From an optimization exercise on the open Yosys and OpenROAD flow, aimed at small area, a short achievable clock period and few clock cycles; shortcuts taken in it are not production practice.
In this exercise RTL edits were held to simulation tests only and were not proved equivalent to the original.
No activity file was given, so power comes from the tool's default toggle rates.

==> flow/design.v (excerpt) <==
module ordered_timer_expiry_manager_top
#(
    parameter int NUM_SLOTS = 16
) (
    input  logic              i_clk,
    input  logic              i_rst_n,
    input  logic              i_s_tvalid,
    output logic              o_s_tready,
    input  logic [IN_DW-1:0]  i_s_tdata,    
    input  logic [1:0]        i_s_tuser,    
    output logic              o_m_tvalid,
    input  logic              i_m_tready,
    output logic [OUT_DW-1:0] o_m_tdata,    
    output logic              o_m_tlast     
);
Size: ~4700 cells after synthesis, ~1500 flip-flops, about 120 I/O pins, roughly 0.063 mm² of cells after synthesis.
export LEC_CHECK = 0
export CAP_MARGIN = 20
export CORE_MARGIN = 2
export CORE_UTILIZATION = 40
export CTS_CLUSTER_DIAMETER = 60
export CTS_CLUSTER_SIZE = 25
export SLEW_MARGIN = 20
create_clock -name core_clock -period 10.0 [get_ports {i_clk}]
standard.sh (not shown) runs the stock make flow with config.mk's settings and CLKGATE_MAP_FILE= SYNTH_SCRIPT=/design/flow/synth_recipe.tcl, a recipe that flattens the netlist after the stock synthesis.
==> flow/flow/run.sh <==
#!/bin/bash
set -euo pipefail
bash standard.sh SETUP_SLACK_MARGIN=6.5 finish > standard_flow.log 2>&1
Testbench counts at the start, summed over its fixed seeds: cycles 6,040.
Then changed:
--- a/flow/design.v
+++ b/flow/design.v
@@ -39,12 +39,13 @@
     logic                r_in_per;
     logic [EXP_W-1:0]    r_t0;          
     logic [EXP_W-1:0]    r_t1;          
     logic [KW-1:0]       r_t2;          
     logic                r_open;        
     logic                r_closed;      
+    logic                r_rdy;         
     logic                r_bub;         
     logic [EVCNT_W-1:0]  r_cnt;         
     logic [N-1:0]              r_arm;
     logic [N-1:0]              r_a;     
     logic [N-1:0]              r_u;     
     logic [N-1:0]              r_b1;    
@@ -60,13 +61,13 @@
     logic [N-1:0]        r_w2_hit;      
     logic                r_w2_bp;       
     logic                r_out_vld;
     logic [SLOT_W-1:0]   r_out_slot;
     logic [EXP_W-1:0]    r_out_exp;
     logic                r_out_last;
-    logic                out_free, take, cmd_go;
+    logic                out_free, take, cmd_go, due_cmd;
     logic                is_tick, is_start, is_stop, is_setp;
     logic                open_now;
     logic [EXP_W-1:0]    t1_inc;        
     logic [EXP_W-1:0]    t0_now, t1_now;   
     logic [KW-1:0]       tn_now;        
     logic [KW-1:0]       t2_inc;        
@@ -81,18 +82,20 @@
     logic [IW-1:0]       f_slot;
     logic [KW-1:0]       new_k;
     logic [DELAY_W-1:0]  new_p;
     logic [N-1:0]        hit;           
     logic [N-1:0]        is0, is1, is2, is3;   
     assign out_free   = !r_out_vld || i_m_tready;
-    assign o_s_tready = !(r_in_vld && (r_open || r_bub));
+    assign o_s_tready = r_rdy;
     assign take       = i_s_tvalid && o_s_tready;
     assign o_m_tvalid = r_out_vld;
     assign o_m_tdata  = {4'b0, r_out_exp, r_out_slot};
     assign o_m_tlast  = r_out_last;
-    assign cmd_go   = r_in_vld && !r_open && !r_bub;
+    assign due_cmd  = |(hit & (r_a | b));
+    assign cmd_go   = r_in_vld && !r_bub &&
+                      (!r_open || (r_in_cmd[1] && !due_cmd));
     assign is_tick  = cmd_go && (r_in_cmd == CMD_TICK);
     assign is_start = cmd_go && (r_in_cmd == CMD_START) && r_in_range;
     assign is_stop  = cmd_go && (r_in_cmd == CMD_STOP) && r_in_range;
     assign is_setp  = cmd_go && (r_in_cmd == CMD_SETP) && r_in_range;
     assign open_now = r_open || is_tick;
     always_comb begin
@@ -258,12 +261,13 @@
         end
         new_k = (a ^ bb) ^ {g[KW-2:0], 1'b0};
     end
     always_ff @(posedge i_clk) begin
         if (!i_rst_n) begin
             r_in_vld  <= 1'b0;
+            r_rdy     <= 1'b1;
             r_t0      <= '0;
             r_t1      <= EXP_W'(1);
             r_t2      <= KW'(2);
             r_open    <= 1'b0;
             r_closed  <= 1'b0;
             r_bub     <= 1'b0;
@@ -272,12 +276,14 @@
         end else begin
             if (take)        r_in_vld <= 1'b1;
             else if (cmd_go) r_in_vld <= 1'b0;
             r_open   <= open_now && !close;
             r_closed <= close;
             r_bub    <= close && (tn_now[LW-1:0] == '1);
+            r_rdy    <= !((take || (r_in_vld && !cmd_go)) &&
+                          ((open_now && !close) || (close && (tn_now[LW-1:0] == '1))));
             if (r_closed) begin
                 r_t0 <= r_t1;
                 r_t1 <= t1_inc;
                 r_t2 <= t2_inc;
             end
             if (close) begin
What happened: The new run passed the timing, design-rule and antenna checks; fmax falls by 4.2%; worst setup slack gets worse by 170 ps; total power went up by 3.6%; cell count grows by 4.1%; register-to-register slack got worse by 170 ps; final area went up by 7.9%; utilization rose by 3.3 points; clock power came out higher by 4.5%; die area rises by 0.74%; critical path depth went down by 6.
Testbench counts after the change, summed over its fixed seeds: cycles 5,975.


== amber ==
ordered_timer_expiry_manager_top again, from the RTL that the note above started with.
==> flow/config.mk <==
export PLATFORM = sky130hd
export DESIGN_NAME = ordered_timer_expiry_manager_top
export DESIGN_NICKNAME = ordered_timer_expiry_manager_top
export VERILOG_FILES = /design/flow/design.v
export SDC_FILE = /design/flow/constraint.sdc
export NUM_CORES = 4
export LEC_CHECK = 0
export ABC_AREA = 1
export CAP_MARGIN = 20
export CORE_MARGIN = 2
export CORE_UTILIZATION = 40
export CTS_CLUSTER_DIAMETER = 60
export CTS_CLUSTER_SIZE = 25
export SLEW_MARGIN = 20
==> flow/constraint.sdc <==
create_clock -name core_clock -period 10.0 [get_ports {i_clk}]
set_input_delay 2.0000 -clock core_clock [delete_from_list [all_inputs] [get_ports {i_clk}]]
set_output_delay 2.0000 -clock core_clock [all_outputs]
set_load 0.01 [all_outputs]
Scripts as last shown in full above: flow/flow/run.sh
amber: PASS, flow complete, no timing, DRC or antenna violations
Testbench counts of amber, summed over its fixed seeds: cycles 6,040.
Here is what was changed in the inputs of juniper compared with amber.
--- a/flow/design.v
+++ b/flow/design.v
@@ -36,18 +36,19 @@
     logic [IW-1:0]       r_in_slot;
     logic                r_in_range;
     logic [DELAY_W-1:0]  r_in_d;
     logic                r_in_per;
     logic [EXP_W-1:0]    r_t0;          
     logic [EXP_W-1:0]    r_t1;          
     logic [KW-1:0]       r_t2;          
     logic                r_open;        
     logic                r_closed;      
+    logic                r_rdy;         
     logic                r_bub;         
     logic [EVCNT_W-1:0]  r_cnt;         
     logic [N-1:0]              r_arm;
     logic [N-1:0]              r_a;     
     logic [N-1:0]              r_u;     
     logic [N-1:0]              r_b1;    
     logic [N-1:0]              r_b2;    
     logic [N-1:0][KW-1:0]      r_k;
     logic [N-1:0][DELAY_W-1:0] r_p;
@@ -57,19 +58,21 @@
     logic                r_w_cf;        
     logic [KW-1:0]       r_w_base;
     logic [DELAY_W-1:0]  r_w_add;
     logic [N-1:0]        r_w2_hit;      
     logic                r_w2_bp;       
     logic                r_out_vld;
     logic [SLOT_W-1:0]   r_out_slot;
     logic [EXP_W-1:0]    r_out_exp;
     logic                r_out_last;
-    logic                out_free, take, cmd_go;
+    logic                out_free, take, cmd_go, due_cmd;
+    logic [N-1:0]        due_now;       
+    logic                in_vld_nx, ok_nx;
     logic                is_tick, is_start, is_stop, is_setp;
     logic                open_now;
     logic [EXP_W-1:0]    t1_inc;        
     logic [EXP_W-1:0]    t0_now, t1_now;   
     logic [KW-1:0]       tn_now;        
     logic [KW-1:0]       t2_inc;        
     logic [LW-1:0]       tn2_lo;        
     logic [N-1:0]        b;             
     logic [N-1:0]        sel_a, sel_b, sel;
@@ -78,24 +81,27 @@
     logic                want, fire, more, close, still;
     logic [DELAY_W-1:0]  p_sel;
     logic                p_0, p_1, p_2, p_3;
     logic [IW-1:0]       f_slot;
     logic [KW-1:0]       new_k;
     logic [DELAY_W-1:0]  new_p;
     logic [N-1:0]        hit;           
     logic [N-1:0]        is0, is1, is2, is3;   
     assign out_free   = !r_out_vld || i_m_tready;
-    assign o_s_tready = !(r_in_vld && (r_open || r_bub));
+    assign o_s_tready = r_rdy;
     assign take       = i_s_tvalid && o_s_tready;
     assign o_m_tvalid = r_out_vld;
     assign o_m_tdata  = {4'b0, r_out_exp, r_out_slot};
     assign o_m_tlast  = r_out_last;
-    assign cmd_go   = r_in_vld && !r_open && !r_bub;
+    assign due_now  = r_a | b;
+    assign due_cmd  = |(hit & due_now);
+    assign cmd_go   = r_in_vld && !r_bub &&
+                      (!r_open || (r_in_cmd[1] && !due_cmd));
     assign is_tick  = cmd_go && (r_in_cmd == CMD_TICK);
     assign is_start = cmd_go && (r_in_cmd == CMD_START) && r_in_range;
     assign is_stop  = cmd_go && (r_in_cmd == CMD_STOP) && r_in_range;
     assign is_setp  = cmd_go && (r_in_cmd == CMD_SETP) && r_in_range;
     assign open_now = r_open || is_tick;
     always_comb begin
         logic [EXP_W-1:0] pt;
         pt = r_t1;
         for (int s = 1; s < EXP_W; s = s * 2) begin
@@ -174,18 +180,21 @@
     assign two_a    = two_set(r_a);
     assign two_b    = two_set(b);
     assign more_raw = any_a ? (two_a || any_b) : two_b;
     assign want  = open_now && (any_a || any_b);
     assign fire  = want && out_free;
     assign still = from_a && p_1;
     assign more  = (r_cnt != EVCNT_W'(MAX_EVENTS - 1)) && (more_raw || still);
     assign close = open_now && (!want || (fire && !more));
     assign new_p = r_in_per || is_setp ? r_in_d : '0;
+    assign in_vld_nx = take || (r_in_vld && !cmd_go);
+    assign ok_nx     = take ? (i_s_tuser[1] && !due_now[i_s_tdata[3:0]]) :
+                              (r_in_cmd[1] && !due_cmd);
     always_ff @(posedge i_clk) begin
         for (int i = 0; i < N; i++) begin
             if (r_w_hit[i]) r_k[i] <= new_k;
             if ((is_start || is_setp) && hit[i]) begin
                 r_p[i] <= new_p;
                 r_u[i] <= (new_p[DELAY_W-1:2] == '0);
             end
             r_b1[i] <= (r_k[i][KW-1:LW] == tn_now[KW-1:LW]) && (r_k[i][LW-1:0] == tn_now[LW-1:0]);
             r_b2[i] <= (r_k[i][KW-1:LW] == tn_now[KW-1:LW]) && (r_k[i][LW-1:0] == tn2_lo);
@@ -255,32 +264,35 @@
                     p[i] = p[i] & p[(i / s) * s - 1];
                 end
             end
         end
         new_k = (a ^ bb) ^ {g[KW-2:0], 1'b0};
     end
     always_ff @(posedge i_clk) begin
         if (!i_rst_n) begin
             r_in_vld  <= 1'b0;
+            r_rdy     <= 1'b1;
             r_t0      <= '0;
             r_t1      <= EXP_W'(1);
             r_t2      <= KW'(2);
             r_open    <= 1'b0;
             r_closed  <= 1'b0;
             r_bub     <= 1'b0;
             r_cnt     <= '0;
             r_out_vld <= 1'b0;
         end else begin
             if (take)        r_in_vld <= 1'b1;
             else if (cmd_go) r_in_vld <= 1'b0;
             r_open   <= open_now && !close;
             r_closed <= close;
             r_bub    <= close && (tn_now[LW-1:0] == '1);
+            r_rdy    <= !in_vld_nx ||
+                        (!(close && (tn_now[LW-1:0] == '1)) && (!(open_now && !close) || ok_nx));
             if (r_closed) begin
                 r_t0 <= r_t1;
                 r_t1 <= t1_inc;
                 r_t2 <= t2_inc;
             end
             if (close) begin
                 r_cnt  <= '0;
             end else if (fire) begin
                 r_cnt  <= r_cnt + 1'b1;
Results
No stage failed in juniper, and the final checks on the layout all came back clean. Of juniper and amber, the higher final critical-path required period belongs to juniper. Comparing juniper and amber, the higher data required time at the worst endpoint was measured on juniper. Relative to amber, count of non-CTS buffers in the layout increased by 34 in juniper. Starting density of the core delta (amber -> juniper): insignificant. Looking at juniper and amber, the number of clock sinks is a wash. Between juniper and amber, the area of all placed cells without fillers is lower for amber. Per the comparison of juniper with amber, adder and majority cell fraction of the synthesized area was more or less identical, post-placement cell area now sits higher, sequential share of the synthesized area fell 0.20 points, wire length of the first global-routing pass climbed 1.9%. Comparing juniper and amber, met1 wire length is lower on amber. juniper ended up with met4 as its highest routing layer actually used; amber ended up with met5. | overall power consumption | lower: amber |.
Testbench counts of juniper, summed over its fixed seeds: cycles 5,875.

-- re-timing with driven ports --
The results above use ideal ports. As a check the final layouts listed here were re-extracted and re-timed, cells and wires unchanged.
Step 1 assumes that a clkbuf_16 drives the clock port and a buf_2 every other input.
Step 2, shift: input delay + t, output delay - t, t = (earliest + latest rising clock arrival at the registers) / 2. This alone moves slack from input paths to output paths.
Three values: no drivers, after step 1, after step 2; two values: the first two.
run | t (ns) | slack for setup (ns) | worst setup path after step 2 | slew at the worst register clock pin (ns) | worst data-port slew with drivers (ns)
the first run of note 1 | 0.831 | 6.124 / 6.124 / 5.660 | input to register | 0.09 / 0.09 | 0.08
the second run of note 1 | 0.839 | 5.953 / 5.953 / 5.750 | input to register | 0.10 / 0.10 | 0.05
amber | 0.834 | 6.474 / 6.397 / 5.805 | input to register | 0.09 / 0.09 | 0.07
juniper | 0.839 | 6.426 / 6.386 / 5.737 | input to register | 0.10 / 0.10 | 0.06
After both steps setup and hold are still met in every run listed. The setup slack of juniper, which loses most, moves by -0.040 ns with the drivers and by -0.689 ns with both steps.
